This is an optimization exercise on Yosys and OpenROAD, whose aim is small area and a short achievable clock period, not a production implementation.
Where RTL was checked, it was by simulation tests only, not by an equivalence proof against the original.
Only the layout flow was run in run 1; the RTL was not checked for function there.
Power is estimated from default activity; no workload was simulated.

$ cat design/flow/design.v
package backend_pkg;
    localparam int WORD_W = 16;
    localparam int REG_N  = 4;
    localparam int IMM_W  = 8;
    typedef logic [WORD_W-1:0]        word_t;
    typedef logic [$clog2(REG_N)-1:0] reg_idx_t;
    typedef enum logic [3:0] {
        ADD, SUB, AND, ORR, NOT, TCP, SHL, SHR,
        LHI, ADI, LWD, SWD, WWD, HLT
    } op_t;
    typedef struct packed {
        logic             valid;
        op_t              op;
        reg_idx_t         rs;
        reg_idx_t         rt;
        reg_idx_t         rd;
        logic [IMM_W-1:0] imm;
    } issue_t;
    typedef struct packed {
        word_t    alu_result;  
        word_t    r_data1;     
        word_t    r_data2;     
        reg_idx_t rd;
        logic     mem_read;
        logic     mem_write;
        logic     reg_write;
        logic     mem_to_reg;
        logic     is_wwd;
        logic     is_done;
    } ex_mem_t;
    typedef struct packed {
        word_t    wb_data;
        word_t    wwd_data;
        reg_idx_t rd;
        logic     reg_write;
        logic     is_wwd;
        logic     is_done;
    } mem_wb_t;
endpackage
module mem_lines (
    input  logic [15:0]  lo,
    input  logic [15:0]  rhi,
    input  logic [15:0]  whi,
    output logic [255:0] rd_line,
    output logic [255:0] wr_line
);
    for (genvar w = 0; w < 256; w++) begin : g_line
        assign rd_line[w] = lo[w % 16] & rhi[w / 16];
        assign wr_line[w] = lo[w % 16] & whi[w / 16];
    end
endmodule
module cpu_backend (
    input  logic               clk,
    input  logic               rst,
    input  logic               issue_valid,
    input  logic [3:0]         issue_op,
    input  logic [1:0]         issue_rs,
    input  logic [1:0]         issue_rt,
    input  logic [1:0]         issue_rd,
    input  logic [7:0]         issue_imm,
    input  logic               flush,
    output logic               wwd_valid,
    output backend_pkg::word_t wwd_data,
    output logic               done
);
    localparam int W = backend_pkg::WORD_W;
    logic               ex_wr;       
    logic               ex_wwd;
    logic               ex_hlt;
    logic [1:0]         ex_rd;
    backend_pkg::word_t ex_res;      
    backend_pkg::word_t ex_b;        
    logic [15:0]        ex_lo;       
    logic [15:0]        ex_rhi;      
    logic [15:0]        ex_whi;      
    backend_pkg::word_t regs [0:backend_pkg::REG_N-1];
    logic [256*W-1:0]   words;
    logic [255:0]       rd_line;
    logic [255:0]       wr_line;
    backend_pkg::word_t mem_rd_data;
    backend_pkg::word_t mem_result;
    mem_lines u_mem_lines (
        .lo      (ex_lo),
        .rhi     (ex_rhi),
        .whi     (ex_whi),
        .rd_line (rd_line),
        .wr_line (wr_line)
    );
    always_ff @(posedge clk) begin
        for (int w = 0; w < 256; w++) begin
            if (wr_line[w]) begin
                words[W*w +: W] <= ex_b;
            end
        end
    end
    always_comb begin
        mem_rd_data = '0;
        for (int w = 0; w < 256; w++) begin
            mem_rd_data = mem_rd_data | ({W{rd_line[w]}} & words[W*w +: W]);
        end
    end
    assign mem_result = mem_rd_data | ex_res;
    always_ff @(posedge clk) begin
        if (rst) begin
            for (int i = 0; i < backend_pkg::REG_N; i++) begin
                regs[i] <= '0;
            end
        end else if (ex_wr) begin
            regs[ex_rd] <= mem_result;
        end
    end
    logic accept;
    logic is_add, is_sub, is_and, is_orr, is_not, is_tcp, is_shl, is_shr, is_lhi, is_imm;
    logic is_ld, is_st, is_wr;
    always_comb begin
        accept = issue_valid & ~flush;
        is_add = (issue_op == 4'd0);
        is_sub = (issue_op == 4'd1);
        is_and = (issue_op == 4'd2);
        is_orr = (issue_op == 4'd3);
        is_not = (issue_op == 4'd4);
        is_tcp = (issue_op == 4'd5);
        is_shl = (issue_op == 4'd6);
        is_shr = (issue_op == 4'd7);
        is_lhi = (issue_op == 4'd8);
        is_imm = (issue_op == 4'd9) || (issue_op == 4'd10) || (issue_op == 4'd11);  
        is_ld  = (issue_op == 4'd10);
        is_st  = (issue_op == 4'd11);
        is_wr  = (issue_op <= 4'd10);
    end
    backend_pkg::word_t op_a;
    backend_pkg::word_t op_b;
    assign op_a = (ex_wr && ex_rd == issue_rs) ? mem_result : regs[issue_rs];
    assign op_b = (ex_wr && ex_rd == issue_rt) ? mem_result : regs[issue_rt];
    function automatic backend_pkg::word_t carries(input backend_pkg::word_t g, input backend_pkg::word_t p);
        backend_pkg::word_t gg;
        backend_pkg::word_t pp;
        gg = g;
        pp = p;
        for (int d = 1; d < 16; d = d * 2) begin
            for (int i = 15; i >= d; i--) begin
                gg[i] = gg[i] | (pp[i] & gg[i-d]);
                pp[i] = pp[i] & pp[i-d];
            end
        end
        carries = {gg[14:0], 1'b0};
    endfunction
    backend_pkg::word_t imm_sext;
    backend_pkg::word_t x, y, g, p, sum, result;
    assign imm_sext = {{8{issue_imm[7]}}, issue_imm};
    assign x = is_sub ? ~op_a : op_a;
    always_comb begin
        y = '0;
        if (is_add || is_sub) y = op_b;
        if (is_imm) y = imm_sext;
        if (is_tcp) y = 16'hffff;
    end
    assign p   = x ^ y;
    assign g   = x & y;
    assign sum = p ^ carries(g, p) ^ {W{is_sub | is_tcp}};
    always_comb begin
        if (is_add || is_sub || is_tcp || is_imm) result = sum;
        else if (is_and) result = op_a & op_b;
        else if (is_orr) result = op_a | op_b;
        else if (is_not) result = ~op_a;
        else if (is_shl) result = {op_a[14:0], 1'b0};
        else if (is_shr) result = {op_a[15], op_a[15:1]};
        else if (is_lhi) result = {issue_imm, 8'h00};
        else result = op_a;                       
    end
    function automatic logic [15:0] onehot4(input logic [3:0] v);
        onehot4 = 16'h0001 << v;
    endfunction
    always_ff @(posedge clk) begin
        if (rst) begin
            ex_wr  <= 1'b0;
            ex_wwd <= 1'b0;
            ex_hlt <= 1'b0;
            ex_whi <= '0;
        end else begin
            ex_wr  <= accept & is_wr;
            ex_wwd <= accept & (issue_op == 4'd12);
            ex_hlt <= accept & (issue_op == 4'd13);
            ex_whi <= (accept & is_st) ? onehot4(sum[7:4]) : 16'h0000;
        end
    end
    always_ff @(posedge clk) begin
        ex_rd  <= issue_rd;
        ex_res <= is_ld ? '0 : result;
        ex_b   <= op_b;
        ex_lo  <= onehot4(sum[3:0]);
        ex_rhi <= is_ld ? onehot4(sum[7:4]) : 16'h0000;
    end
    always_ff @(posedge clk) begin
        if (rst) begin
            wwd_valid <= 1'b0;
            done      <= 1'b0;
        end else begin
            wwd_valid <= ex_wwd;
            done      <= ex_hlt;
        end
    end
    always_ff @(posedge clk) begin
        wwd_data <= ex_res;    
    end
endmodule
module backend_top (
    input  logic        clk,
    input  logic        rst,           
    input  logic        issue_valid,
    input  logic [3:0]  issue_op,
    input  logic [1:0]  issue_rs,
    input  logic [1:0]  issue_rt,
    input  logic [1:0]  issue_rd,
    input  logic [7:0]  issue_imm,
    input  logic        flush,
    output logic        wwd_valid,
    output logic [15:0] wwd_data,
    output logic        done
);
    cpu_backend u_cpu_backend (
        .clk         (clk),
        .rst         (rst),
        .issue_valid (issue_valid),
        .issue_op    (issue_op),
        .issue_rs    (issue_rs),
        .issue_rt    (issue_rt),
        .issue_rd    (issue_rd),
        .issue_imm   (issue_imm),
        .flush       (flush),
        .wwd_valid   (wwd_valid),
        .wwd_data    (wwd_data),
        .done        (done)
    );
endmodule
$ cat design/flow/flow/run.sh
#!/bin/bash
# Layout: the standard flow (standard.sh), except that Yosys does not
# extract full/half adder cells (ADDER_MAP_FILE empty). The adder cells are
# boxes that ABC cannot see through, so with them ABC maps the logic behind
# them as if it were off the critical path. Registers are unaffected.
set -euo pipefail
bash standard.sh ADDER_MAP_FILE= finish > flow_make.log 2>&1
$ cat design/flow/standard.sh
#!/bin/bash
# synth_recipe.tcl (not shown) runs the flow's synth.tcl, then flattens the netlist and writes it again
# the make line also repeats each setting of config.mk as NAME=value (left out here)
make -C /OpenROAD-flow-scripts/flow DESIGN_CONFIG=/design/flow/config.mk WORK_HOME=/design/flow/orfs CLKGATE_MAP_FILE= SYNTH_SCRIPT=/design/flow/synth_recipe.tcl "${@:-finish}"
$ cat design/flow/config.mk
export PLATFORM = sky130hd
export DESIGN_NAME = backend_top
export DESIGN_NICKNAME = backend_top
export VERILOG_FILES = /design/flow/design.v
export SDC_FILE = /design/flow/constraint.sdc
export NUM_CORES = 4
export LEC_CHECK = 0
export CAP_MARGIN = 30
export CORE_MARGIN = 2
export CORE_UTILIZATION = 50
export SETUP_SLACK_MARGIN = 3.5
export SLEW_MARGIN = 40
export SYNTH_HIERARCHICAL = 1
export SYNTH_MEMORY_MAX_BITS = 8192
export SYNTH_MINIMUM_KEEP_SIZE = 0
$ cat design/flow/constraint.sdc
create_clock -name core_clock -period 7.5 [get_ports {clk}]
set_input_delay 1.5000 -clock core_clock [delete_from_list [all_inputs] [get_ports {clk}]]
set_output_delay 1.5000 -clock core_clock [all_outputs]
set_load 0.01 [all_outputs]
==> key figures, run 1 <==
Placed design
  • # placed instances: 13.5k
  • Setup WS pre-CTS: 321 ps
  • I/O Buffers: 39
  • Final GP Congestion: 1.24
  • Hpwl dp: 795,000 um
  • Cell Area, Placed: 0.173 mm^2

GRT
  • Total GRT Usage: 0.760
  • Pin count of the biggest net entering global routing: 149
  • Overflow after GRT: 1

Synthesis
  • Yosys reg bits: 4,263
  • Post-synth EDFFs: 4,160
  • Most area-consuming cells after synthesis: edfxtp_1 79%, a22oi_1 4.3%, a22o_1 3.1%
  • Top FF cell, synth: edfxtp_1
  • Synth Area per Inst: 18.0 um^2
  • Synth warnings: 7
  • Cell Area, Synth: 0.159 mm^2
  • Mapped Nets: 8,842
  • Cells after Synth: 8,820
  • Top-area cell type share of the netlist area: 0.788
  • Async set-reset flop share out of synthesis: 0
  • Sequential-to-total area share from yosys stat: 0.801
  • Leading area contributor after synthesis: edfxtp_1
  • Synth unique cells: 95

Status
  • Stop stage: global routing (5_1_grt)
  • Stop err: [ERROR GRT-0232] Routing congestion too high. Check the congestion heatmap in the GUI.
  • Status: did not finish

CTS
  • TritonCTS Sinks: 4,263
  • H-Tree Depth: 5
  • Clock Path Buffers: 4
  • Root Buffer: clkbuf_16
  • CTS buffer count: 430
  • Hold buffer count at cts: 0

Floorplanning
  • Die height: 567 um
  • I/O Pins: 40
  • Starting density of the core: 0.503
  • Die width: 567 um
  • FP Rows: 206
cell families after synthesis:
kind of cell    count (synthesis)  synth area share
buf+inv                       669            0.0182
fa+ha+maj                       5          0.000316
compound gates               2320             0.118
xor+xnor                       50           0.00281
mux                            52           0.00585
flops                        4263             0.801
simple gates                 1461            0.0540
modules after synthesis (local to each module, per instance), a selection:
| module | flip-flops and latches | copies in the design | cells | cell area [um^2] |
|---|---|---|---|---|
| cpu_backend | 4263 | 1 | 8228 | 155000 |
| mem_lines | 0 | 1 | 592 | 3810 |
how the worst max path moves through the flow:
| stage | startpoint | to | slack, ps | cells past startpoint |
|---|---|---|---|---|
| 2_1_floorplan | issue_rt[0] | u_cpu_backend.ex_res[10] | 3140 | 15 |
| 3_3_place_gp | u_cpu_backend.ex_lo[3] | u_cpu_backend.ex_res[14] | -890 | 17 |
| 4_1_cts | u_cpu_backend.ex_lo[11] | u_cpu_backend.ex_res[15] | 2000 | 20 |
| 3_5_place_dp | u_cpu_backend.ex_lo[5] | u_cpu_backend.ex_res[14] | 320 | 17 |
metrics by stage:
stage          setup TNS, ps  power, mW
4_1_cts                    0       51.6
3_5_place_dp               0       29.6
3_3_place_gp           -3250       29.6
2_1_floorplan              0       28.1
metal layers:
layer	global-route usage	overflow
met3	0.691	1
met2	0.848	0
met4	0.724	0
met1	0.762	0
met5	0.560	0
cells in the mapped netlist (10+ instances only):
library cell  number
nor2_1           123
inv_1             12
or2_2             11
and2_2            12
clkbuf_1         527
buf_6             22
nand2_1          120
o22ai_1           21
mux2i_1           15
a22oi_1          902
a222oi_1          16
nand4_1          321
a221oi_1         556
and3_1            15
a21oi_1           95
nand3_1           91
a22o_1           557
a211oi_1          16
xor2_1            15
buf_2             71
mux4_2            32
o21ai_0           49
and4_1            10
edfxtp_1        4160
buf_4             33
nor4_1            59
xnor2_1           34
nor3_1            42
nand2b_1          24
and2_1           562
dfxtp_1          103
or4_1             22
nor2b_1           15
power groups by stage:
stage	combinational, mW	sequential, mW	clock (mW)
CTS	2.63	26.9	22.1
detailed placement	2.24	27.4	0
global placement	2.11	27.5	0
floorplan	0.621	27.5	0
repair_timing:
action	in CTS
setup buffers	275
resized for setup	813
gates cloned	2
pin swaps	171
setup endpoints to repair	144
==> inputs of run 2 (changes only) <==
--- a/design/flow/design.v
+++ b/design/flow/design.v
@@ -49,6 +49,29 @@
         assign wr_line[w] = lo[w % 16] & whi[w / 16];
     end
 endmodule
+module mem_bank (
+    input  logic               clk,
+    input  logic [15:0]        rd_line,
+    input  logic [15:0]        wr_line,
+    input  backend_pkg::word_t wr_data,
+    output backend_pkg::word_t rd_data
+);
+    localparam int W = backend_pkg::WORD_W;
+    logic [16*W-1:0] words;    
+    always_ff @(posedge clk) begin
+        for (int w = 0; w < 16; w++) begin
+            if (wr_line[w]) begin
+                words[W*w +: W] <= wr_data;
+            end
+        end
+    end
+    always_comb begin
+        rd_data = '0;
+        for (int w = 0; w < 16; w++) begin
+            rd_data = rd_data | ({W{rd_line[w]}} & words[W*w +: W]);
+        end
+    end
+endmodule
 module cpu_backend (
     input  logic               clk,
     input  logic               rst,
@@ -74,11 +97,11 @@
     logic [15:0]        ex_rhi;      
     logic [15:0]        ex_whi;      
     backend_pkg::word_t regs [0:backend_pkg::REG_N-1];
-    logic [256*W-1:0]   words;
+    backend_pkg::word_t mem_rd_data;
+    backend_pkg::word_t mem_result;
     logic [255:0]       rd_line;
     logic [255:0]       wr_line;
-    backend_pkg::word_t mem_rd_data;
-    backend_pkg::word_t mem_result;
+    backend_pkg::word_t bank_rd [0:15];
     mem_lines u_mem_lines (
         .lo      (ex_lo),
         .rhi     (ex_rhi),
@@ -86,17 +109,19 @@
         .rd_line (rd_line),
         .wr_line (wr_line)
     );
-    always_ff @(posedge clk) begin
-        for (int w = 0; w < 256; w++) begin
-            if (wr_line[w]) begin
-                words[W*w +: W] <= ex_b;
-            end
-        end
+    for (genvar b = 0; b < 16; b++) begin : g_bank
+        mem_bank u_bank (
+            .clk     (clk),
+            .rd_line (rd_line[16*b +: 16]),
+            .wr_line (wr_line[16*b +: 16]),
+            .wr_data (ex_b),
+            .rd_data (bank_rd[b])
+        );
     end
     always_comb begin
         mem_rd_data = '0;
-        for (int w = 0; w < 256; w++) begin
-            mem_rd_data = mem_rd_data | ({W{rd_line[w]}} & words[W*w +: W]);
+        for (int b = 0; b < 16; b++) begin
+            mem_rd_data = mem_rd_data | bank_rd[b];
         end
     end
     assign mem_result = mem_rd_data | ex_res;
==> run 2 against run 1 <==
Against the previous run: now clean on timing, DRC and antenna; synthesized cell count down 2.9%; synthesized area increased by 1.6%.
==> key figures, run 2 <==
CTS
  • Hold buffer count at cts: 0 (unchanged)
  • Clock transition at the registers of the reported paths: 60 ps
  • Clock latency (worst-skew pair): 1000 ps
  • H-Tree Depth: 5 (unchanged)
  • Root Buffer: clkbuf_16
  • CTS tree: yes
  • CTS buffer count: 425 (-1.2%)
  • TritonCTS Sinks: 4,263 (unchanged)
  • Clock Path Buffers: 4 (unchanged)

Synthesis
  • Synth top cells by count: 4,160 x edfxtp_1, 1,011 x a22o_1, 881 x a221oi_1, 513 x and2_1, 267 x nand4_1
  • Synth warnings: 9 (+2)
  • Most area-consuming cells after synthesis: edfxtp_1 78%, a22o_1 5.5%, a221oi_1 4.8%
  • Yosys reg bits: 4,263 (unchanged)
  • Async set-reset flop share out of synthesis: 0 (unchanged)
  • Synth Area per Inst: 18.8 um^2 (+4.6%)
  • Top-area cell type share of the netlist area: 0.776 (-0.0121)
  • Leading area contributor after synthesis: edfxtp_1
  • Synth unique cells: 95 (unchanged)
  • Cells after Synth: 8,563 (-2.9%)
  • Post-synth EDFFs: 4,160 (unchanged)
  • Cell Area, Synth: 0.161 mm^2 (+1.6%)
  • Sequential-to-total area share from yosys stat: 0.789 (-0.0123)
  • Top FF cell, synth: edfxtp_1
  • Most frequent cell after synthesis: edfxtp_1
  • Mapped Nets: 8,585 (-2.9%)

STA
  • Fin Hold WS: 450 ps
  • Crit path time final: 5350 ps
  • Final Hold Fails: 0
  • Setup violations, final: 0
  • Final setup skew: 69.2 ps
  • Fin crit share: 0.714
  • Setup TNS: 0 ps
  • Worst Tran Pin Value: 989 ps
  • Fmax: 0.187 GHz
  • Rel. slew slack: 0.340
  • Fin. max-slew vios: 0
  • RSZ-0062 raised after global routing: yes

Floorplanning
  • Die height: 571 um (+0.77%)
  • Core ar.: 0.321 mm^2
  • I/O Pins: 40 (unchanged)
  • Starting density of the core: 0.502 (-0.000775)
  • FP Rows: 208 (+0.97%)
  • Die area: 0.327 mm^2
  • Die width: 571 um (+0.77%)

Power
  • Worst VDD drop: 0.200 mV
  • Clock share of power: 0.418
  • Int Pwr: 39.4 mW
  • Pwr dens: 274 mW/mm^2
  • Sw power: 11.0 mW
  • Logic pwr share: 0.048
  • Total chip power: 50.3 mW
  • Lkg Pwr: 58.9 nW
  • Switching Share: 0.218
  • Flop pwr share: 0.534

Drt
  • Routed vias/inst: 6.60
  • Remaining antenna violation count: 0
  • Total wire length: 464,000 um
  • 1st-iter DRT viols: 12.5k
  • Drt first pass iters: 6
  • Vias after detailed routing: 89.1k
  • DRC: 0
  • Wire per inst: 34.4 um

Job
  • Max-Cap Viols: 0

Hold path
  • Hold Crit Class: reg -> reg

Final layout
  • Largest register FFs: 4,096
  • Area Growth Syn to Fin: 14.3%
  • Most common cell after layout, fill and taps aside: edfxtp_1
  • Most flop-heavy register: u_cpu_backend.g_bank.u_bank.words
  • Share of cells above drive strength 1: 0.230
  • Post-layout util: 0.574
  • Largest registers: u_cpu_backend.g_bank.u_bank.words: 4096 flops, u_cpu_backend.regs: 64 flops
  • Nets@finish: 8,823
  • Most frequent cells in the layout: 4,160 x edfxtp_1, 1,008 x a22o_1, 682 x a221oi_1, 435 x clkbuf_16, 316 x a221oi_2

Status
  • Status: timing/DRC/antenna clean

GRT
  • Met2 GRT Util: 0.432
  • M3 GR Usage: 0.0500
  • GRT Max-Usage Layer: met2
  • Initial antenna violation count: 33
  • Overflow after GRT: 0
  • First-pass GRT wire length: 648,000 um
  • Vias in the first global route: 85.3k
  • Pin count of the biggest net entering global routing: 165
  • Met1 Use GR: 0.396
  • Total GRT Usage: 0.278

Worst setup path
  • CP peak stage delay: 530 ps
  • CP max stage cell: dfxtp_4
  • Crit path capture type: flip-flop
  • Critical path type: reg -> reg
  • CP top delay family: simple AND/OR/NAND/NOR gates
  • Most common cell on crit path: buf_6
  • WP data required: 8380 ps
  • Worst Path Buf+Inv: 5
  • Crit Path Max Fanout: 16
  • Crit-path cells: clkbuf_16 -> and2_2 -> a221oi_2 -> nand4_1 -> nor4_4 -> buf_4 -> nand4_1 -> buf_6 -> buf_6 -> nor4_4 -> o21a_4 -> xnor2_2 -> maj3_2 -> a311oi_4 -> a211oi_2 -> xnor2_2 -> buf_6 -> or2_4 -> nor2_4
  • Arr. time, crit path: 6230 ps
  • Nature of the critical path startpoint: flip-flop

Placed design
  • I/O Buffers: 39 (unchanged)
  • Final GP Congestion: 0.948 (-24%)
  • Hpwl dp: 277,000 um (-65%)
==> run 2: changes by cell type after synthesis, moves of 23 or more <==
cell,delta
a21oi_1,-27
a221oi_1,+325
a221oi_2,+140
a22o_1,+454
a22oi_1,-901
and2_1,-49
buf_1,+36
buf_2,+102
buf_6,+226
clkbuf_1,-403
nand2_1,-23
nand3_1,-76
nand4_1,-54
nor2_1,+70
==> run 2: power by group through the flow <==
stage	clock network, mW	registers, mW	logic, mW
after floorplan	0	27.5	0.549
after global placement	0	27.5	1.70
after detailed placement	0	27.5	1.80
after CTS	21.3	26.9	2.19
after global routing	22.2	26.9	2.48
final	21.1	26.9	2.39
==> run 2: metrics by stage <==
step | worst slack [ps] | instance area, um^2 | cells
floorplan | 3370 | 161000 | 8563
global placement | 194 | 164000 | 12400
detailed placement | 240 | 164000 | 12500
CTS | 2280 | 182000 | 13400
global route | 2140 | 184000 | 13500
finish | 2150 | 184000 | 13500
==> run 2: metal layers <==
metal	vias up	routed length, um
met5	-	68
met4	10	17900
met3	789	42300
met2	4585	216000
met1	46900	187000
li1	36800	-
==> run 2: cell families after synthesis <==
| family | count (synthesis) | synth area share |
|---|---|---|
| adder cells (fa/ha/maj) | 4 | 0.000249 |
| AND/OR/NAND/NOR | 1233 | 0.0435 |
| AO/OA/AOI/OAI | 2311 | 0.129 |
| XOR/XNOR | 54 | 0.00324 |
| flip-flops | 4263 | 0.789 |
| multiplexers | 38 | 0.00491 |
| buffers and inverters | 660 | 0.0306 |
==> run 2: worst paths after layout <==
check                     startpoint                       to  slack [ps]  cells after the start
max          u_cpu_backend.ex_lo[10]  u_cpu_backend.ex_rhi[2]        2150                     19
min             u_cpu_backend.ex_wwd  u_cpu_backend.wwd_valid         450                      1
max reg2reg  u_cpu_backend.ex_lo[10]  u_cpu_backend.ex_rhi[2]        2150                     19
min reg2reg     u_cpu_backend.ex_wwd  u_cpu_backend.wwd_valid         450                      1
==> run 2: cell type report <==
class	count	area, um^2
Multi-Input combinational cell	3645	33000
Tap cell	4305	5390
Clock inverter	229	2280
Fill cell	23900	137000
Timing Repair Buffer	459	4700
Inverter	7	26.3
Clock buffer	550	11500
Sequential cell	4263	127000
Antenna cell	31	77.6
==> run 2: timing repair <==
action                                  in CTS  in global routing
cloned                                       4                  2
buffers inserted                           130                 54
endpoints found under the setup margin     144                 80
gates resized for setup                    577                200
pin swaps                                  137                129
endpoints found under the hold margin        0                  0
==> run 2: Yosys stat by module, one instance, submodules excluded, excerpt <==
| module | flops+latches | area, um^2 |
|---|---|---|
| mem_bank | 256 | 9220 |
| cpu_backend | 167 | 9730 |
| mem_lines | 0 | 3810 |
==> inputs of run 3 (changes only) <==
==> design/flow/flow/run.sh (replaced) <==
#!/bin/bash
# Layout: the standard flow (standard.sh) with two synthesis changes that
# leave the registers as the standard synthesis makes them:
# - Yosys does not extract full/half adder cells (ADDER_MAP_FILE empty). ABC
#   cannot see through those cells, so it maps the logic behind them as if it
#   were off the critical path.
# - The slow 4-input OR/NOR cells and the majority cell are added to the
#   platform's don't-use list (the list below is the platform's, then these).
# - The ports are buffered with buf_4 (buffer_ports picks a slow delay cell
#   by default, which the later repair does not replace).
# Each tool's output is in the ORFS logs under orfs/logs; make's own output is
# in flow_make.log.
set -euo pipefail
DONT_USE="sky130_fd_sc_hd__probe_p_8 sky130_fd_sc_hd__probec_p_8 sky130_fd_sc_hd__lpflow_bleeder_1 sky130_fd_sc_hd__lpflow_clkbufkapwr_1 sky130_fd_sc_hd__lpflow_clkbufkapwr_16 sky130_fd_sc_hd__lpflow_clkbufkapwr_2 sky130_fd_sc_hd__lpflow_clkbufkapwr_4 sky130_fd_sc_hd__lpflow_clkbufkapwr_8 sky130_fd_sc_hd__lpflow_clkinvkapwr_1 sky130_fd_sc_hd__lpflow_clkinvkapwr_16 sky130_fd_sc_hd__lpflow_clkinvkapwr_2 sky130_fd_sc_hd__lpflow_clkinvkapwr_4 sky130_fd_sc_hd__lpflow_clkinvkapwr_8 sky130_fd_sc_hd__lpflow_decapkapwr_12 sky130_fd_sc_hd__lpflow_decapkapwr_3 sky130_fd_sc_hd__lpflow_decapkapwr_4 sky130_fd_sc_hd__lpflow_decapkapwr_6 sky130_fd_sc_hd__lpflow_decapkapwr_8 sky130_fd_sc_hd__lpflow_inputiso0n_1 sky130_fd_sc_hd__lpflow_inputiso0p_1 sky130_fd_sc_hd__lpflow_inputiso1n_1 sky130_fd_sc_hd__lpflow_inputiso1p_1 sky130_fd_sc_hd__lpflow_inputisolatch_1 sky130_fd_sc_hd__lpflow_isobufsrc_1 sky130_fd_sc_hd__lpflow_isobufsrc_16 sky130_fd_sc_hd__lpflow_isobufsrc_2 sky130_fd_sc_hd__lpflow_isobufsrc_4 sky130_fd_sc_hd__lpflow_isobufsrc_8 sky130_fd_sc_hd__lpflow_isobufsrckapwr_16 sky130_fd_sc_hd__lpflow_lsbuf_lh_hl_isowell_tap_1 sky130_fd_sc_hd__lpflow_lsbuf_lh_hl_isowell_tap_2 sky130_fd_sc_hd__lpflow_lsbuf_lh_hl_isowell_tap_4 sky130_fd_sc_hd__lpflow_lsbuf_lh_isowell_4 sky130_fd_sc_hd__lpflow_lsbuf_lh_isowell_tap_1 sky130_fd_sc_hd__lpflow_lsbuf_lh_isowell_tap_2 sky130_fd_sc_hd__lpflow_lsbuf_lh_isowell_tap_4  sky130_fd_sc_hd__or4_1 sky130_fd_sc_hd__or4_2 sky130_fd_sc_hd__or4_4 sky130_fd_sc_hd__or4b_1 sky130_fd_sc_hd__or4b_2 sky130_fd_sc_hd__or4b_4 sky130_fd_sc_hd__or4bb_1 sky130_fd_sc_hd__or4bb_2 sky130_fd_sc_hd__or4bb_4 sky130_fd_sc_hd__nor4_1 sky130_fd_sc_hd__nor4_2 sky130_fd_sc_hd__nor4_4 sky130_fd_sc_hd__nor4b_1 sky130_fd_sc_hd__nor4b_2 sky130_fd_sc_hd__nor4b_4 sky130_fd_sc_hd__nor4bb_1 sky130_fd_sc_hd__nor4bb_2 sky130_fd_sc_hd__nor4bb_4 sky130_fd_sc_hd__maj3_1 sky130_fd_sc_hd__maj3_2 sky130_fd_sc_hd__maj3_4 "
bash standard.sh ADDER_MAP_FILE= "BUFFER_PORTS_ARGS=-buffer_cell sky130_fd_sc_hd__buf_4" "DONT_USE_CELLS=$DONT_USE" finish > flow_make.log 2>&1
--- a/design/flow/config.mk
+++ b/design/flow/config.mk
@@ -8,6 +8,8 @@
 export CAP_MARGIN = 30
 export CORE_MARGIN = 2
 export CORE_UTILIZATION = 50
+export CTS_CLUSTER_DIAMETER = 100
+export CTS_CLUSTER_SIZE = 24
 export SETUP_SLACK_MARGIN = 3.5
 export SLEW_MARGIN = 40
 export SYNTH_HIERARCHICAL = 1
==> run 3 against run 2 <==
Against the previous run: still clean on timing, DRC and antenna; via count down 2.6%; global-route usage down 0.69 points; first-iteration DRC count up 0.48%; worst hold slack better by 56 ps; sequential power about the same; synthesized area about the same; largest cell class unchanged; highest routed layer unchanged.
==> key figures, run 3 <==
Drt
  • Drt first pass iters: 6 (unchanged)
  • Wire per inst: 34.6 um (+0.76%)
  • Vias after detailed routing: 86.7k (-2.6%)
  • Remaining antenna violation count: 0 (unchanged)
  • Total wire length: 452,000 um (-2.4%)
  • 1st-iter DRT viols: 12.6k (+0.48%)
  • Routed vias/inst: 6.64 (+0.59%)
  • DRC: 0 (unchanged)

CTS
  • CTS buffer count: 202 (-52%)
  • Clock transition at the registers of the reported paths: 100 ps (+40 ps)
  • H-Tree Depth: 4 (-1)
  • TritonCTS Sinks: 4,263 (unchanged)
  • Hold buffer count at cts: 0 (unchanged)
  • Root Buffer: clkbuf_16
  • CTS tree: yes
  • Clock latency (worst-skew pair): 950 ps (-50 ps)
  • Clock Path Buffers: 4 (unchanged)

Final layout
  • Share of cells above drive strength 1: 0.211 (-0.0185)
  • Most frequent cells in the layout: 4,160 x edfxtp_1, 1,003 x a22o_1, 591 x a221oi_1, 374 x a221oi_2, 294 x buf_4
  • Area Growth Syn to Fin: 9.68%
  • Largest register FFs: 4,096 (unchanged)
  • Nets@finish: 8,634 (-2.1%)
  • Area of the multi-input gates: 0.0338 mm^2 (+2.6%)
  • # fillers: 24.5k (+2.7%)
  • Most common cell after layout, fill and taps aside: edfxtp_1
  • Cell area after layout: 0.177 mm^2 (-4.1%)
  • Sequential cell area: 0.127 mm^2 (about the same)
  • Most flop-heavy register: u_cpu_backend.g_bank.u_bank.words
  • Largest registers: u_cpu_backend.g_bank.u_bank.words: 4096 flops, u_cpu_backend.regs: 64 flops

Synthesis
  • Synth warnings: 9 (unchanged)
  • Mapped Nets: 8,631 (+0.54%)
  • Synth unique cells: 83 (-13%)
  • Cells after Synth: 8,609 (+0.54%)
  • Async set-reset flop share out of synthesis: 0 (unchanged)
  • Sequential-to-total area share from yosys stat: 0.789 (about the same)
  • Leading area contributor after synthesis: edfxtp_1
  • Most frequent cell after synthesis: edfxtp_1
  • Post-synth EDFFs: 4,160 (unchanged)
  • Top-area cell type share of the netlist area: 0.776 (about the same)
  • Synth Area per Inst: 18.7 um^2 (-0.54%)
  • Cell Area, Synth: 0.161 mm^2 (about the same)
  • Top FF cell, synth: edfxtp_1
  • Synth top cells by count: 4,160 x edfxtp_1, 1,009 x a22o_1, 880 x a221oi_1, 504 x and2_1, 291 x nor2_1
  • Yosys reg bits: 4,263 (unchanged)
  • Most area-consuming cells after synthesis: edfxtp_1 78%, a22o_1 5.5%, a221oi_1 4.8%

STA
  • Crit path time final: 4890 ps (-461 ps)
  • Fin Hold WS: 506 ps (+55.9 ps)
  • Fin. max-slew vios: 0 (unchanged)
  • Setup TNS: 0 ps (unchanged)
  • Fmax: 0.204 GHz (+9.4%)
  • Final setup skew: 61.8 ps (-7.37 ps)
  • Setup violations, final: 0 (unchanged)
  • Rel. slew slack: 0.220 (-0.120)
  • Fin crit share: 0.653 (-0.0614)
  • Final Hold Fails: 0 (unchanged)
  • RSZ-0062 raised after global routing: yes
  • Worst Tran Pin Value: 1160 ps (+173 ps)

Hold path
  • Worst Hold Depth: 1 (unchanged)
  • HP Start: u_cpu_backend.ex_hlt
  • Hold Crit Class: reg -> reg
  • Min-Delay Endpoint: u_cpu_backend.done

Worst setup path
  • WP data required: 8370 ps (about the same)
  • CP top delay family: simple AND/OR/NAND/NOR gates
  • Most common cell on crit path: buf_4
  • Reg2reg setup slack: 2610 ps (+460 ps)
  • Arr. time, crit path: 5770 ps (-460 ps)
  • Worst r2r dst: u_cpu_backend.ex_rhi[7]
  • Reg2reg start: u_cpu_backend.ex_lo[4]
  • Nature of the critical path startpoint: flip-flop
  • Critical path type: reg -> reg
  • CP peak stage delay: 430 ps (-100 ps)
  • Worst Path Buf+Inv: 6 (+1)
  • Crit-path cells: buf_6 -> and2_4 -> buf_8 -> buf_4 -> a22o_1 -> a221oi_2 -> nand4_1 -> nor2_4 -> nand4_1 -> nor3_4 -> buf_6 -> o2111ai_4 -> nand2_4 -> a2111oi_4 -> nor3_2 -> buf_4 -> o311ai_4 -> and2_4 -> xnor2_4 -> nand3b_1 -> buf_4 -> nor2_1
  • CP max stage cell: dfxtp_4
  • Crit path capture type: flip-flop
  • R2r worst-path depth: 22 (+3)
  • Crit Path Max Fanout: 8 (-8)

GRT
  • Pin count of the biggest net entering global routing: 173 (+4.8%)
  • Initial antenna violation count: 40 (+21%)
  • First-pass GRT wire length: 632,000 um (-2.4%)
  • Total GRT Usage: 0.271 (-0.00686)
  • Overflow after GRT: 0 (unchanged)
  • Vias in the first global route: 82.6k (-3.1%)

Floorplanning
  • Die height: 571 um (about the same)
  • FP Rows: 208 (unchanged)
  • Starting density of the core: 0.502 (about the same)
  • Die area: 0.327 mm^2 (about the same)
  • Core ar.: 0.321 mm^2 (unchanged)
  • Die width: 571 um (about the same)
  • I/O Pins: 40 (unchanged)

Status
  • Status: timing/DRC/antenna clean

Power
  • Total chip power: 41.4 mW (-18%)
  • Worst VDD drop: 0.188 mV (-5.8%)
  • Pwr dens: 235 mW/mm^2 (-14%)
  • Lkg Pwr: 55.4 nW (-5.9%)

Placed design
  • Cell Area, Placed: 0.163 mm^2 (-0.50%)
  • Final GP Congestion: 0.947 (-0.14%)
  • I/O Buffers: 39 (unchanged)
  • Hpwl dp: 274,000 um (-0.97%)

Job
  • Max-Cap Viols: 0 (unchanged)
==> run 3: changes by cell type after synthesis, sizes merged, moves of 6 or more <==
cell | before | now
and2 | 525 | 517
a31oi | 13 | 7
nor3 | 21 | 29
nor2 | 193 | 292
xnor2 | 48 | 54
nand3 | 16 | 29
or3 | 17 | 23
a211oi | 19 | 12
o21ai | 53 | 68
nor4 | 55 | 0
nand2b | 12 | 18
==> run 3: per-module statistics from Yosys, one instance, submodules excluded, a selection <==
module,times used,cells
cpu_backend,1,1105
mem_bank,16,432
mem_lines,1,592
==> run 3: per-stage QoR <==
step                setup WS, ps   util  cells
floorplan                   3510      -   8609
global placement             987  0.508  12400
detailed placement          1140  0.510  12400
CTS                         2730  0.545  13000
global route                2580  0.551  13000
finish                      2610  0.551  13100
==> run 3: cell families after synthesis <==
group / after synthesis / synth area share
xor+xnor: 57 / 0.00331
compound gates: 2290 / 0.127
buf+inv: 654 / 0.0305
mux: 39 / 0.00519
flops: 4263 / 0.789
simple gates: 1306 / 0.0450
==> run 3: how the worst max path moves through the flow <==
stage	start	slack, ps	cells after the start	to
6_report	u_cpu_backend.ex_lo[4]	2610	22	u_cpu_backend.ex_rhi[7]
5_1_grt	u_cpu_backend.ex_lo[1]	2580	22	u_cpu_backend.ex_rhi[7]
4_1_cts	u_cpu_backend.ex_rhi[1]	2730	15	u_cpu_backend.ex_res[15]
3_5_place_dp	u_cpu_backend.ex_lo[5]	1140	15	u_cpu_backend.ex_rhi[3]
3_3_place_gp	u_cpu_backend.ex_rhi[5]	990	16	u_cpu_backend.ex_rhi[3]
2_1_floorplan	issue_rs[0]	3510	12	u_cpu_backend.ex_rhi[5]
==> run 3: what timing repair did <==
action | 4_1_cts | 5_1_grt
endpoints found under the setup margin | 139 | 64
setup buffers | 186 | 53
gates cloned | 9 | 2
pin swaps | 165 | 133
gates resized for setup | 904 | 177
==> run 3: area by class of cell <==
class	instances	area share
repair buffers	436	0.0251
flip-flops and latches	4263	0.720
clock inverters	16	0.00145
well taps	4305	0.0305
diodes	43	0.000609
inverters	8	0.000170
clock buffers	291	0.0308
multi-input cells	3701	0.191
==> run 3: report_power, final <==
part           switching, mW  total, mW  leakage, nW  internal, mW
registers              0.288       26.8         38.7          26.5
logic                   1.69       2.33         13.9         0.642
clock network           7.19       12.3         2.73          5.11
total                   9.17       41.4         55.4          32.3
==> run 3: routing by layer <==
metal  track usage  up-vias  share of wire
li1              -    36000              -
met1         0.385    45800           0.40
met2         0.431     4333           0.48
met3        0.0368      577          0.084
met4        0.0964        2          0.037
met5             0        -       0.000029
==> inputs of run 4 (changes only) <==
--- a/design/flow/flow/run.sh
+++ b/design/flow/flow/run.sh
@@ -8,8 +8,10 @@
 #   platform's don't-use list (the list below is the platform's, then these).
 # - The ports are buffered with buf_4 (buffer_ports picks a slow delay cell
 #   by default, which the later repair does not replace).
+# - Timing repair may resize a cell to any drive strength, not only to cells
+#   of the same footprint (the platform sets MATCH_CELL_FOOTPRINT=1).
 # Each tool's output is in the ORFS logs under orfs/logs; make's own output is
 # in flow_make.log.
 set -euo pipefail
 DONT_USE="sky130_fd_sc_hd__probe_p_8 sky130_fd_sc_hd__probec_p_8 sky130_fd_sc_hd__lpflow_bleeder_1 sky130_fd_sc_hd__lpflow_clkbufkapwr_1 sky130_fd_sc_hd__lpflow_clkbufkapwr_16 sky130_fd_sc_hd__lpflow_clkbufkapwr_2 sky130_fd_sc_hd__lpflow_clkbufkapwr_4 sky130_fd_sc_hd__lpflow_clkbufkapwr_8 sky130_fd_sc_hd__lpflow_clkinvkapwr_1 sky130_fd_sc_hd__lpflow_clkinvkapwr_16 sky130_fd_sc_hd__lpflow_clkinvkapwr_2 sky130_fd_sc_hd__lpflow_clkinvkapwr_4 sky130_fd_sc_hd__lpflow_clkinvkapwr_8 sky130_fd_sc_hd__lpflow_decapkapwr_12 sky130_fd_sc_hd__lpflow_decapkapwr_3 sky130_fd_sc_hd__lpflow_decapkapwr_4 sky130_fd_sc_hd__lpflow_decapkapwr_6 sky130_fd_sc_hd__lpflow_decapkapwr_8 sky130_fd_sc_hd__lpflow_inputiso0n_1 sky130_fd_sc_hd__lpflow_inputiso0p_1 sky130_fd_sc_hd__lpflow_inputiso1n_1 sky130_fd_sc_hd__lpflow_inputiso1p_1 sky130_fd_sc_hd__lpflow_inputisolatch_1 sky130_fd_sc_hd__lpflow_isobufsrc_1 sky130_fd_sc_hd__lpflow_isobufsrc_16 sky130_fd_sc_hd__lpflow_isobufsrc_2 sky130_fd_sc_hd__lpflow_isobufsrc_4 sky130_fd_sc_hd__lpflow_isobufsrc_8 sky130_fd_sc_hd__lpflow_isobufsrckapwr_16 sky130_fd_sc_hd__lpflow_lsbuf_lh_hl_isowell_tap_1 sky130_fd_sc_hd__lpflow_lsbuf_lh_hl_isowell_tap_2 sky130_fd_sc_hd__lpflow_lsbuf_lh_hl_isowell_tap_4 sky130_fd_sc_hd__lpflow_lsbuf_lh_isowell_4 sky130_fd_sc_hd__lpflow_lsbuf_lh_isowell_tap_1 sky130_fd_sc_hd__lpflow_lsbuf_lh_isowell_tap_2 sky130_fd_sc_hd__lpflow_lsbuf_lh_isowell_tap_4  sky130_fd_sc_hd__or4_1 sky130_fd_sc_hd__or4_2 sky130_fd_sc_hd__or4_4 sky130_fd_sc_hd__or4b_1 sky130_fd_sc_hd__or4b_2 sky130_fd_sc_hd__or4b_4 sky130_fd_sc_hd__or4bb_1 sky130_fd_sc_hd__or4bb_2 sky130_fd_sc_hd__or4bb_4 sky130_fd_sc_hd__nor4_1 sky130_fd_sc_hd__nor4_2 sky130_fd_sc_hd__nor4_4 sky130_fd_sc_hd__nor4b_1 sky130_fd_sc_hd__nor4b_2 sky130_fd_sc_hd__nor4b_4 sky130_fd_sc_hd__nor4bb_1 sky130_fd_sc_hd__nor4bb_2 sky130_fd_sc_hd__nor4bb_4 sky130_fd_sc_hd__maj3_1 sky130_fd_sc_hd__maj3_2 sky130_fd_sc_hd__maj3_4 "
-bash standard.sh ADDER_MAP_FILE= "BUFFER_PORTS_ARGS=-buffer_cell sky130_fd_sc_hd__buf_4" "DONT_USE_CELLS=$DONT_USE" finish > flow_make.log 2>&1
+bash standard.sh ADDER_MAP_FILE= MATCH_CELL_FOOTPRINT=0 "BUFFER_PORTS_ARGS=-buffer_cell sky130_fd_sc_hd__buf_4" "DONT_USE_CELLS=$DONT_USE" finish > flow_make.log 2>&1
--- a/design/flow/config.mk
+++ b/design/flow/config.mk
@@ -8,8 +8,8 @@
 export CAP_MARGIN = 30
 export CORE_MARGIN = 2
 export CORE_UTILIZATION = 50
-export CTS_CLUSTER_DIAMETER = 100
-export CTS_CLUSTER_SIZE = 24
+export CTS_CLUSTER_DIAMETER = 120
+export CTS_CLUSTER_SIZE = 30
 export SETUP_SLACK_MARGIN = 3.5
 export SLEW_MARGIN = 40
 export SYNTH_HIERARCHICAL = 1
==> run 4 against run 3 <==
Against the previous run: synthesized area is the same; design area is 1.1% lower; critical path type unchanged; critical path depth fell by 5; clock skew up 4.3 ps; combinational power grew 2%; cell count fell by 0.90%; die area is the same; worst hold slack improved by 0.89 ps; via count is 1.0% lower; utilization decreased by 0.60 points; now fails the layout checks on antenna rules; clock power down 9%.
==> key figures, run 4 <==
Status
  • Status: finished with violations
  • Layout Check Fail Reasons: antenna rules

Worst setup path
  • Nature of the critical path startpoint: flip-flop
  • Worst Setup SP: u_cpu_backend.ex_rhi[2]
  • Reg2reg setup slack: 2520 ps (-90 ps)
  • Crit. path cell count: 17 (-23%)
  • Worst Path Buf+Inv: 1 (-5)
  • Worst r2r dst: u_cpu_backend.ex_rhi[3]
  • CP max stage cell: dfxtp_1
  • Crit-path cells: and2_2 -> a22o_1 -> a221oi_1 -> nand4_1 -> nor2_1 -> nand3_1 -> nor3_4 -> buf_6 -> o31ai_4 -> o21ai_2 -> o31ai_4 -> o2bb2ai_4 -> o311ai_4 -> and2_4 -> xnor2_4 -> nand3b_1 -> nor2_4
  • R2r worst-path depth: 17 (-23%)
  • Reg2reg start: u_cpu_backend.ex_rhi[2]
  • Crit Path Max Fanout: 16 (+8)
  • Arr. time, crit path: 5800 ps (+30 ps)
  • WP data required: 8320 ps (-50 ps)
  • Critical path type: reg -> reg
  • CP peak stage delay: 580 ps (+150 ps)
  • Most common cell on crit path: o31ai_4
  • CP top delay family: simple AND/OR/NAND/NOR gates
  • CP endpoint: u_cpu_backend.ex_rhi[3]
  • Crit path capture type: flip-flop

Floorplanning
  • Starting density of the core: 0.502 (unchanged)
  • Die width: 571 um (unchanged)
  • Die area: 0.327 mm^2 (unchanged)
  • I/O Pins: 40 (unchanged)
  • Die height: 571 um (unchanged)
  • FP Rows: 208 (unchanged)
  • Core ar.: 0.321 mm^2 (unchanged)

GRT
  • Overflow after GRT: 0 (unchanged)
  • Vias in the first global route: 81.7k (-1.1%)
  • First-pass GRT wire length: 625,000 um (-1.0%)
  • Initial antenna violation count: 42 (+5.0%)
  • Pin count of the biggest net entering global routing: 173 (unchanged)
  • Total GRT Usage: 0.268 (-0.00277)

Hold path
  • Hold Crit Class: reg -> reg

STA
  • Fin Hold WS: 507 ps (+0.886 ps)
  • Crit path time final: 4980 ps (+85.8 ps)
  • Rel. slew slack: 0.357 (+0.138)
  • Setup TNS: 0 ps (unchanged)
  • Fmax: 0.201 GHz (-1.7%)
  • Fin crit share: 0.664 (+0.0114)
  • Fin. max-slew vios: 0 (unchanged)
  • Setup violations, final: 0 (unchanged)
  • Final setup skew: 66.1 ps (+4.27 ps)
  • Worst Tran Pin Value: 957 ps (-205 ps)
  • RSZ-0062 raised after global routing: yes
  • Final Hold Fails: 0 (unchanged)

Final layout
  • Cell area after layout: 0.175 mm^2 (-1.1%)
  • Final Non-Filler Cells: 12.9k (-0.90%)
  • Nets@finish: 8,537 (-1.1%)
  • Largest register FFs: 4,096 (unchanged)
  • Largest registers: u_cpu_backend.g_bank.u_bank.words: 4096 flops, u_cpu_backend.regs: 64 flops
  • Most common cell after layout, fill and taps aside: edfxtp_1
  • Area Growth Syn to Fin: 8.48%
  • Most flop-heavy register: u_cpu_backend.g_bank.u_bank.words
  • Most frequent cells in the layout: 4,160 x edfxtp_1, 1,009 x a22o_1, 627 x a221oi_1, 353 x a221oi_2, 293 x and2_2
  • Share of cells above drive strength 1: 0.198 (-0.0132)

Power
  • Pwr dens: 232 mW/mm^2 (-1.3%)
  • Lkg Pwr: 54.4 nW (-1.7%)
  • Worst VDD drop: 0.184 mV (-2.3%)

CTS
  • Clock transition at the registers of the reported paths: 110 ps (about the same)
  • Clock latency (worst-skew pair): 920 ps (-30 ps)
  • H-Tree Depth: 4 (unchanged)
  • Root Buffer: clkbuf_16
  • Clock Path Buffers: 4 (unchanged)
  • Hold buffer count at cts: 0 (unchanged)
  • CTS tree: yes
  • TritonCTS Sinks: 4,263 (unchanged)
  • CTS buffer count: 166 (-18%)

Drt
  • Routed vias/inst: 6.63 (-0.15%)
  • 1st-iter DRT viols: 12.0k (-4.6%)
  • Remaining antenna violation count: 1 (+1)
  • Vias after detailed routing: 85.8k (-1.0%)
  • Drt first pass iters: 6 (unchanged)
  • Total wire length: 448,000 um (-1.0%)
  • Wire per inst: 34.6 um (-0.11%)
  • DRC: 0 (unchanged)

Synthesis
  • Most frequent cell after synthesis: edfxtp_1
  • Sequential-to-total area share from yosys stat: 0.789 (unchanged)
  • Synth Area per Inst: 18.7 um^2 (unchanged)
  • Leading area contributor after synthesis: edfxtp_1
  • Yosys reg bits: 4,263 (unchanged)
  • Top-area cell type share of the netlist area: 0.776 (unchanged)
  • Cells after Synth: 8,609 (unchanged)
  • Cell Area, Synth: 0.161 mm^2 (unchanged)
  • Top FF cell, synth: edfxtp_1
  • Synth top cells by count: 4,160 x edfxtp_1, 1,009 x a22o_1, 880 x a221oi_1, 504 x and2_1, 291 x nor2_1
  • Mapped Nets: 8,631 (unchanged)
  • Synth warnings: 9 (unchanged)
  • Most area-consuming cells after synthesis: edfxtp_1 78%, a22o_1 5.5%, a221oi_1 4.8%
  • Post-synth EDFFs: 4,160 (unchanged)
  • Synth unique cells: 83 (unchanged)
  • Async set-reset flop share out of synthesis: 0 (unchanged)

Placed design
  • # placed instances: 12.4k (unchanged)
  • Cell Area, Placed: 0.163 mm^2 (unchanged)
  • Hpwl dp: 274,000 um (unchanged)
  • Final GP Congestion: 0.947 (unchanged)
  • I/O Buffers: 39 (unchanged)

Job
  • Max-Cap Viols: 0 (unchanged)
[run 4: cell counts after synthesis]
No cell type changed its count.
[run 4: how the worst min path moves through the flow]
stage                       startpoint                   endpoint  slack [ps]  cells past startpoint
2_1_floorplan  u_cpu_backend.ex_res[0]  u_cpu_backend.wwd_data[0]         330                      0
3_3_place_gp      u_cpu_backend.ex_hlt         u_cpu_backend.done         470                      1
5_1_grt           u_cpu_backend.ex_hlt         u_cpu_backend.done         520                      1
6_report          u_cpu_backend.ex_hlt         u_cpu_backend.done         510                      1
3_5_place_dp      u_cpu_backend.ex_hlt         u_cpu_backend.done         490                      1
4_1_cts           u_cpu_backend.ex_hlt         u_cpu_backend.done         510                      1
[run 4: area by class of cell]
| class | count | area [um^2] |
|---|---|---|
| multi-input cells | 3693 | 33200 |
| diodes | 40 | 100 |
| inverters | 8 | 30.0 |
| flip-flops and latches | 4263 | 127000 |
| clock buffers | 239 | 4500 |
| clock inverters | 15 | 209 |
| fillers | 24700 | 146000 |
| well taps | 4305 | 5390 |
| repair buffers | 383 | 4050 |
[run 4: logic make-up after synthesis]
| logic type | share of synthesized area |
|---|---|
| AND/OR/NAND/NOR | 0.0450 |
| XOR/XNOR | 0.00331 |
| multiplexers | 0.00519 |
| AO/OA/AOI/OAI | 0.127 |
| flip-flops | 0.789 |
| buffers and inverters | 0.0305 |
[run 4: per-stage QoR]
stage	power (mW)	setup WS, ps	util
final	40.4	2520	0.545
after floorplan	28.0	3510	-
after global routing	41.4	2470	0.545
after detailed placement	29.2	1140	0.510
after CTS	40.4	2650	0.539
after global placement	29.1	987	0.508
[run 4: power breakdown]
part | switching [mW] | internal (mW)
logic | 1.70 | 0.682
registers | 0.294 | 26.5
clock network | 6.95 | 4.29
total | 8.94 | 31.5
[run 4: what timing repair did]
| item | 4_1_cts | 5_1_grt |
|---|---|---|
| buffers inserted | 121 | 65 |
| cloned | 1 | 0 |
| pin swaps | 164 | 125 |
| endpoints found under the setup margin | 139 | 65 |
| gates resized for setup | 792 | 177 |
[run 4: per-layer routing]
layer	part of all wire	global-route usage
met5	0.000047	0
met4	0.039	0.0971
met3	0.080	0.0395
met2	0.48	0.425
met1	0.41	0.379
[run 4: Yosys stat by module, one instance, submodules excluded, excerpt]
| module | copies in the design | cell area, um^2 |
|---|---|---|
| cpu_backend | 1 | 9710 |
| mem_lines | 1 | 3810 |
| mem_bank | 16 | 9220 |
==> inputs of run 5 (changes only) <==
==> design/flow/flow/run.sh (replaced) <==
#!/bin/bash
# Layout: the standard flow (standard.sh) with two synthesis changes that
# leave the registers as the standard synthesis makes them:
# - Yosys does not extract full/half adder cells (ADDER_MAP_FILE empty). ABC
#   cannot see through those cells, so it maps the logic behind them as if it
#   were off the critical path.
# - The slow 4-input OR/NOR cells and the majority cell are added to the
#   platform's don't-use list (the list below is the platform's, then these).
# Each tool's output is in the ORFS logs under orfs/logs; make's own output is
# in flow_make.log.
set -euo pipefail
DONT_USE="sky130_fd_sc_hd__probe_p_8 sky130_fd_sc_hd__probec_p_8 sky130_fd_sc_hd__lpflow_bleeder_1 sky130_fd_sc_hd__lpflow_clkbufkapwr_1 sky130_fd_sc_hd__lpflow_clkbufkapwr_16 sky130_fd_sc_hd__lpflow_clkbufkapwr_2 sky130_fd_sc_hd__lpflow_clkbufkapwr_4 sky130_fd_sc_hd__lpflow_clkbufkapwr_8 sky130_fd_sc_hd__lpflow_clkinvkapwr_1 sky130_fd_sc_hd__lpflow_clkinvkapwr_16 sky130_fd_sc_hd__lpflow_clkinvkapwr_2 sky130_fd_sc_hd__lpflow_clkinvkapwr_4 sky130_fd_sc_hd__lpflow_clkinvkapwr_8 sky130_fd_sc_hd__lpflow_decapkapwr_12 sky130_fd_sc_hd__lpflow_decapkapwr_3 sky130_fd_sc_hd__lpflow_decapkapwr_4 sky130_fd_sc_hd__lpflow_decapkapwr_6 sky130_fd_sc_hd__lpflow_decapkapwr_8 sky130_fd_sc_hd__lpflow_inputiso0n_1 sky130_fd_sc_hd__lpflow_inputiso0p_1 sky130_fd_sc_hd__lpflow_inputiso1n_1 sky130_fd_sc_hd__lpflow_inputiso1p_1 sky130_fd_sc_hd__lpflow_inputisolatch_1 sky130_fd_sc_hd__lpflow_isobufsrc_1 sky130_fd_sc_hd__lpflow_isobufsrc_16 sky130_fd_sc_hd__lpflow_isobufsrc_2 sky130_fd_sc_hd__lpflow_isobufsrc_4 sky130_fd_sc_hd__lpflow_isobufsrc_8 sky130_fd_sc_hd__lpflow_isobufsrckapwr_16 sky130_fd_sc_hd__lpflow_lsbuf_lh_hl_isowell_tap_1 sky130_fd_sc_hd__lpflow_lsbuf_lh_hl_isowell_tap_2 sky130_fd_sc_hd__lpflow_lsbuf_lh_hl_isowell_tap_4 sky130_fd_sc_hd__lpflow_lsbuf_lh_isowell_4 sky130_fd_sc_hd__lpflow_lsbuf_lh_isowell_tap_1 sky130_fd_sc_hd__lpflow_lsbuf_lh_isowell_tap_2 sky130_fd_sc_hd__lpflow_lsbuf_lh_isowell_tap_4  sky130_fd_sc_hd__or4_1 sky130_fd_sc_hd__or4_2 sky130_fd_sc_hd__or4_4 sky130_fd_sc_hd__or4b_1 sky130_fd_sc_hd__or4b_2 sky130_fd_sc_hd__or4b_4 sky130_fd_sc_hd__or4bb_1 sky130_fd_sc_hd__or4bb_2 sky130_fd_sc_hd__or4bb_4 sky130_fd_sc_hd__nor4_1 sky130_fd_sc_hd__nor4_2 sky130_fd_sc_hd__nor4_4 sky130_fd_sc_hd__nor4b_1 sky130_fd_sc_hd__nor4b_2 sky130_fd_sc_hd__nor4b_4 sky130_fd_sc_hd__nor4bb_1 sky130_fd_sc_hd__nor4bb_2 sky130_fd_sc_hd__nor4bb_4 sky130_fd_sc_hd__maj3_1 sky130_fd_sc_hd__maj3_2 sky130_fd_sc_hd__maj3_4 "
bash standard.sh ADDER_MAP_FILE= "DONT_USE_CELLS=$DONT_USE" finish > flow_make.log 2>&1
==> run 5 against run 4 <==
Against the previous run: the run now finishes clean; non-clock buffer count is 38 lower; wire length is 1.2% higher; cell count is 0.49% lower; sequential cell count stayed put; synthesized cell count stayed put; clock power hardly changed; power is 0.23% lower; largest power group unchanged; highest routed layer unchanged.
==> key figures, run 5 <==
Status
  • Status: timing/DRC/antenna clean

Floorplanning
  • I/O Pins: 40 (unchanged)
  • Starting density of the core: 0.502 (unchanged)
  • FP Rows: 208 (unchanged)
  • Die width: 571 um (unchanged)
  • Core ar.: 0.321 mm^2 (unchanged)
  • Die area: 0.327 mm^2 (unchanged)
  • Die height: 571 um (unchanged)

STA
  • Final setup skew: 55.0 ps (-11.1 ps)
  • RSZ-0062 raised after global routing: yes
  • Setup violations, final: 0 (unchanged)
  • Fmax: 0.201 GHz (about the same)
  • Rel. slew slack: 0.399 (+0.0419)
  • Setup TNS: 0 ps (unchanged)
  • Final Hold Fails: 0 (unchanged)
  • Setup ws final: 2520 ps (-3.31 ps)
  • Worst Tran Pin Value: 899 ps (-58.3 ps)
  • Crit path time final: 4980 ps (+3.31 ps)
  • Fin. max-slew vios: 0 (unchanged)
  • Fin crit share: 0.664 (about the same)
  • Fin Hold WS: 457 ps (-50.2 ps)

Hold path
  • Hold Crit Class: reg -> reg
  • HP Start: u_cpu_backend.ex_wwd
  • Worst Hold Depth: 1 (unchanged)
  • Min-Delay Endpoint: u_cpu_backend.wwd_valid

GRT
  • Met1 Use GR: 0.388 (+0.00813)
  • Total GRT Usage: 0.271 (+0.00343)
  • Vias in the first global route: 82.0k (+0.37%)
  • Overflow after GRT: 0 (unchanged)
  • GRT Max-Usage Layer: met2
  • Pin count of the biggest net entering global routing: 165 (-4.6%)
  • M3 GR Usage: 0.0335 (-0.00603)
  • Met2 GRT Util: 0.435 (+0.00944)
  • First-pass GRT wire length: 632,000 um (+1.1%)
  • Initial antenna violation count: 29 (-31%)

Synthesis
  • Top FF cell, synth: edfxtp_1
  • Cells after Synth: 8,609 (unchanged)
  • Synth warnings: 9 (unchanged)
  • Post-synth EDFFs: 4,160 (unchanged)
  • Mapped Nets: 8,631 (unchanged)
  • Leading area contributor after synthesis: edfxtp_1
  • Synth Area per Inst: 18.7 um^2 (unchanged)
  • Async set-reset flop share out of synthesis: 0 (unchanged)
  • Top-area cell type share of the netlist area: 0.776 (unchanged)
  • Most area-consuming cells after synthesis: edfxtp_1 78%, a22o_1 5.5%, a221oi_1 4.8%
  • Sequential-to-total area share from yosys stat: 0.789 (unchanged)
  • Yosys reg bits: 4,263 (unchanged)
  • Cell Area, Synth: 0.161 mm^2 (unchanged)
  • Synth top cells by count: 4,160 x edfxtp_1, 1,009 x a22o_1, 880 x a221oi_1, 504 x and2_1, 291 x nor2_1
  • Most frequent cell after synthesis: edfxtp_1
  • Synth unique cells: 83 (unchanged)

CTS
  • CTS tree: yes
  • TritonCTS Sinks: 4,263 (unchanged)
  • Clock Path Buffers: 4 (unchanged)
  • H-Tree Depth: 4 (unchanged)
  • CTS buffer count: 166 (unchanged)
  • Clock latency (worst-skew pair): 920 ps (about the same)
  • Clock transition at the registers of the reported paths: 120 ps (about the same)
  • Root Buffer: clkbuf_16

Placed design
  • Setup WS pre-CTS: 725 ps (-414 ps)
  • Final GP Congestion: 0.933 (-1.4%)
  • I/O Buffers: 39 (unchanged)
  • Cell Area, Placed: 0.164 mm^2 (+0.16%)
  • # placed instances: 12.5k (+0.016%)
  • Hpwl dp: 276,000 um (+0.84%)

Drt
  • Routed vias/inst: 6.65 (+0.22%)
  • DRC: 0 (unchanged)
  • Vias after detailed routing: 85.6k (-0.26%)
  • Wire per inst: 35.2 um (+1.7%)
  • Total wire length: 453,000 um (+1.2%)
  • Remaining antenna violation count: 0 (-1)
  • Drt first pass iters: 6 (unchanged)
  • 1st-iter DRT viols: 11.7k (-2.7%)

Worst setup path
  • R2r worst-path depth: 19 (+2)
  • Nature of the critical path startpoint: flip-flop
  • WP data required: 8290 ps (-30 ps)
  • Reg2reg start: u_cpu_backend.ex_lo[1]
  • Critical path type: reg -> reg
  • Worst r2r dst: u_cpu_backend.ex_res[8]
  • Arr. time, crit path: 5770 ps (-30 ps)
  • Reg2reg setup slack: 2520 ps (about the same)
  • Crit path capture type: flip-flop
  • Crit Path Max Fanout: 6 (-10)

Final layout
  • Area Growth Syn to Fin: 8.37%
  • Most flop-heavy register: u_cpu_backend.g_bank.u_bank.words
  • Nets@finish: 8,502 (-0.41%)
  • Largest registers: u_cpu_backend.g_bank.u_bank.words: 4096 flops, u_cpu_backend.regs: 64 flops
  • Largest register FFs: 4,096 (unchanged)
  • Most common cell after layout, fill and taps aside: edfxtp_1
  • Post-layout util: 0.544 (-0.000551)
  • Final Non-Filler Cells: 12.9k (-0.49%)
  • Share of cells above drive strength 1: 0.195 (-0.00273)
  • Cell area after layout: 0.174 mm^2 (-0.10%)
  • Most frequent cells in the layout: 4,160 x edfxtp_1, 1,003 x a22o_1, 637 x a221oi_1, 336 x a221oi_2, 323 x and2_2

Power
  • Lkg Pwr: 54.2 nW (-0.36%)
  • Worst VDD drop: 0.212 mV (+15%)
  • Pwr dens: 231 mW/mm^2 (-0.13%)
  • Total chip power: 40.4 mW (-0.23%)

Job
  • Max-Cap Viols: 0 (unchanged)
run 5: cell counts after synthesis:
Identical to the previous run, type by type.
run 5: modules after synthesis (local to each module, per instance), excerpt:
module | cells | cell area [um^2] | times used
cpu_backend | 1105 | 9710 | 1
mem_bank | 432 | 9220 | 16
mem_lines | 592 | 3810 | 1
run 5: per-layer routing:
metal,vias to the layer above,wire length (um)
met2,3939,217000
li1,35700,-
met1,45400,185000
met5,-,87
met3,576,35100
met4,12,16900
run 5: what timing repair did:
item	in CTS	in global routing
pin swaps	149	139
cloned	1	5
endpoints found under the setup margin	143	64
gates resized for setup	743	282
hold buffers	0	0
buffers inserted	107	43
run 5: worst max-delay path by stage:
stage / startpoint / end / slack (ps) / depth (start not counted)
3_3_place_gp: u_cpu_backend.ex_lo[4] / u_cpu_backend.ex_rhi[10] / 770 / 15
4_1_cts: u_cpu_backend.ex_lo[1] / u_cpu_backend.ex_rhi[10] / 2630 / 19
3_5_place_dp: u_cpu_backend.ex_lo[4] / u_cpu_backend.ex_rhi[10] / 730 / 17
2_1_floorplan: issue_rs[0] / u_cpu_backend.ex_rhi[5] / 3510 / 12
6_report: u_cpu_backend.ex_lo[1] / u_cpu_backend.ex_res[8] / 2520 / 19
5_1_grt: u_cpu_backend.ex_lo[1] / u_cpu_backend.ex_rhi[10] / 2540 / 18
run 5: final cells by class:
cell class                      instances  area, um^2
Inverter                                8        30.0
Tap cell                             4305        5390
Antenna cell                           31        77.6
Multi-Input combinational cell       3696       33500
Clock buffer                          221        4360
Sequential cell                      4263      127000
Fill cell                           24700      146000
Timing Repair Buffer                  345        3800
Clock inverter                         14         219
run 5: logic make-up (layout without fill, tap and decap cells):
family                    Yosys count  after routing  synth area share
DFF                              4263           4263             0.789
AOI/OAI and AO/OA                2290           2290             0.127
and+or+nand+nor                  1306           1309            0.0450
buffers and inverters             654            588            0.0305
xor gates and xnor gates           57             58           0.00331
muxes                              39             39           0.00519
other                               0             31                 0
run 5: power breakdown:
part / total [mW] / internal [mW] / switching, mW
registers: 26.8 / 26.5 / 0.289
logic: 2.36 / 0.649 / 1.71
clock network: 11.2 / 4.20 / 6.98
total: 40.4 / 31.4 / 8.98
run 5: worst max-delay path, stage by stage (launching register included):
cell and delay, ps:
dfxtp_4 450, buf_12 180, and2_4 170, a22o_1 240, a221oi_4 280, nand4_1 380
nor2_4 340, nand4_1 540, nor3_4 420, o21ai_4 90, a221o_2 460, buf_6 150
a21boi_2 120, a21o_1 110, o211ai_1 120, a21o_2 280, buf_6 140, xnor2_2 130
a21oi_2 160, nor2_1 60

-- static timing again, ports no longer ideal --
No port has a modelled driver above. Below, the same layouts with a new extraction and two added sets of constraints.
Step 1, drivers: a clkbuf_16 drives clk and a buf_2 each remaining input, both assumed.
Step 2, shift: input delay + t, output delay - t, t = (earliest + latest rising clock arrival at the registers) / 2. This alone moves slack from input paths to output paths.
Slacks: ideal ports / drivers / drivers and shift; pairs: ideal ports / drivers.
run	shift t [ns]	setup slack, ns	hold WS [ns]	worst setup path at the end	worst data-port slew with drivers (ns)
run 2	1.061	2.145 / 2.145 / 1.524	0.450 / 0.450 / 0.450	input to register	0.05
run 3	1.037	2.606 / 2.606 / 2.068	0.506 / 0.506 / 0.506	input to register	0.22
run 4	1.007	2.520 / 2.520 / 2.013	0.507 / 0.507 / 0.507	input to register	0.22
run 5	1.019	2.517 / 2.517 / 1.784	0.457 / 0.457 / 0.457	input to register	0.15
The setup slack of run 5, which loses most, moves by 0.000 ns with the drivers and by -0.733 ns with both steps.
